This design comes from an exercise in tuning for small area, a short achievable clock period and few clock cycles on the open sky130 flow, not from production work.
The RTL was checked by simulation tests, not by an equivalence proof against the original design.
The clock port is modelled as an ideal driver, which makes a skipped or thinned clock tree look cheaper than it is; a real chip needs a root buffer or a tree.

== cedar ==
==> flow/design.v (excerpt) <==
module wildcard_name_matcher (
    input  logic       i_clk,
    input  logic       i_rst_n,
    input  logic       i_valid,
    output logic       o_ready,
    input  logic       i_cmd,
    input  logic [7:0] i_ch,
    input  logic       i_last,
    output logic       o_valid,
    input  logic       i_ready,
    output logic       o_matched,
    output logic       o_pattern_overflow
);
For scale: about 1200 cells after synthesis, about 330 flip-flops, roughly 18 I/O pins, ~0.015 sq mm of cells after synthesis.
==> flow/config.mk <==
export PLATFORM = sky130hd
export DESIGN_NAME = wildcard_name_matcher
export DESIGN_NICKNAME = wildcard_name_matcher
export VERILOG_FILES = /design/flow/design.v
export SDC_FILE = /design/flow/constraint.sdc
export NUM_CORES = 4
export LEC_CHECK = 0
export CAP_MARGIN = 20
export CORE_MARGIN = 2
export CORE_UTILIZATION = 40
export SETUP_SLACK_MARGIN = 3.2
export SLEW_MARGIN = 20
export TNS_END_PERCENT = 50
==> flow/constraint.sdc <==
create_clock -name core_clock -period 5.0 [get_ports {i_clk}]
set_input_delay 1.0000 -clock core_clock [delete_from_list [all_inputs] [get_ports {i_clk}]]
set_output_delay 1.0000 -clock core_clock [all_outputs]
set_load 0.01 [all_outputs]
standard.sh (not shown) runs the stock make flow with config.mk's settings and CLKGATE_MAP_FILE= SYNTH_SCRIPT=/design/flow/synth_recipe.tcl, a recipe that flattens the netlist after the stock synthesis.
==> flow/flow/run.sh <==
#!/bin/bash
# The standard layout (standard.sh), except that
# - the ports are buffered with sky130_fd_sc_hd__buf_4, not the cell
#   buffer_ports picks by default;
# - the clock tree is built by flow/clock_tree.tcl in place of
#   clock_tree_synthesis: four root buffers on the clock port, each driving the
#   leaf buffers of the flip-flop groups near it;
# - floorplan and placement repair timing with a setup margin of 2.0 ns, the
#   later steps with the margin in config.mk.
set -euo pipefail
bash standard.sh synth > synth.log 2>&1
bash standard.sh 'BUFFER_PORTS_ARGS=-buffer_cell sky130_fd_sc_hd__buf_4' "PRE_CTS_TCL=$PWD/flow/clock_tree.tcl" SETUP_SLACK_MARGIN=2.0 place > place.log 2>&1
bash standard.sh 'BUFFER_PORTS_ARGS=-buffer_cell sky130_fd_sc_hd__buf_4' "PRE_CTS_TCL=$PWD/flow/clock_tree.tcl" finish > layout.log 2>&1
Other scripts of this flow, unchanged in this note and not shown: flow/flow/clock_tree.tcl
Testbench counts of cedar, summed over its fixed seeds: cycles 32,693.
Setup changes, cedar to pepper
Settings: swapping 40 for 55 in CORE_UTILIZATION; putting PLACE_DENSITY at 0.7 where nothing was set.
--- a/flow/flow/run.sh
+++ b/flow/flow/run.sh
@@ -7,3 +7 @@
-#   leaf buffers of the flip-flop groups near it;
-# - floorplan and placement repair timing with a setup margin of 2.0 ns, the
-#   later steps with the margin in config.mk.
+#   leaf buffers of the flip-flop groups near it.
@@ -12 +9,0 @@
-bash standard.sh 'BUFFER_PORTS_ARGS=-buffer_cell sky130_fd_sc_hd__buf_4' "PRE_CTS_TCL=$PWD/flow/clock_tree.tcl" SETUP_SLACK_MARGIN=2.0 place > place.log 2>&1
Notes after the runs:
- pepper vs cedar: sequential portion of the cell area up
- Aggregate global-route resource usage was higher in pepper than in cedar.
- For register-to-register slack, pepper and cedar come out practically identical.
- From cedar to pepper, share of flip-flops with an asynchronous set or reset after synthesis did not move at all.
- Via count | pepper above cedar
- Sort cedar and pepper by die area desc -> top: cedar
- Taking cedar as the reference point, the met2 track utilization from global routing of pepper rises by 8.1 points.
- pepper vs cedar — normalized max-slew margin dropped 2.1 points.
[inputs] indigo vs pepper
Settings: swapping 55 for 40 in CORE_UTILIZATION; swapping 3.2 for 3.1 in SETUP_SLACK_MARGIN; clearing PLACE_DENSITY, which used to be 0.7.
## What came out
- Re total wire length: indigo is about 2.6% up on pepper.
- NOTE: post-placement cell count in indigo exceeds that of pepper
- Via density per instance of indigo falls short of that of pepper by a little under 10%.
- Time the final worst path needs with I/O delays and setup (indigo over pepper): increase, 0.032 ns
- Any difference in insertion delay of the later-clocked pin in the worst-skew pair between pepper and indigo is small enough to ignore.
- indigo and pepper ended up with nearly the same switching part of the total power.
- Between indigo and pepper, the difference in remaining antenna violation count after routing is negligible.
- Between pepper and indigo, worst-case setup margin in the final layout decreased.
[inputs] quartz vs indigo
Settings: a change of SETUP_SLACK_MARGIN from 3.1 to 3.15.
==> results.txt <==
- indigo did not stop at any stage, and its layout met the timing, DRC and antenna checks.
- quartz completed end to end with timing, DRC and antenna clean.
- Compared with indigo, quartz ends up with a larger final cell area.
- Going from indigo to quartz, final wirelength grows by about 0.47%.
- Going from indigo to quartz, global-route wire length before repair did not really move; net count of the mapped netlist did not really move; area taken by multi-input logic gates went up; met1 layer wirelength in the final routing went up; utilization after layout went up.
- indigo and quartz ended up with roughly the same post-route total power.
- Going from indigo to quartz, hold slack shrinks by 0.0074 ns.
- For clock skew, indigo and quartz come out practically identical.
No run of this note takes its clock network from TritonCTS; it comes from the design's own scripts or RTL.

-- port drivers added, routing unchanged --
How much do the figures lean on ideal ports? The routed layouts below were timed once more, with nothing changed but the port constraints.
Step 1: set_driving_cell puts a clkbuf_16 on i_clk and a buf_2 on each other input, an assumption about the parent block.
Step 2, shift: input delay + t, output delay - t, t = (earliest + latest rising clock arrival at the registers) / 2. This alone moves slack from input paths to output paths.
a / b / c = ideal ports / drivers / drivers and shift; a / b = the first two.
run | t (ns) | setup WS [ns] | worst slew at a driven data input, ns | pins driven straight from the clock port
cedar | 0.425 | 3.165 / 3.147 / 2.828 | 0.04 | 4
pepper | 0.407 | 3.199 / 3.150 / 2.874 | 0.05 | 4
indigo | 0.421 | 3.167 / 3.140 / 2.844 | 0.04 | 4
quartz | 0.420 | 3.187 / 3.145 / 2.853 | 0.04 | 4
After both steps every run listed still meets setup and hold. The setup slack of cedar, which loses most, moves by -0.018 ns with the drivers and by -0.337 ns with both steps.
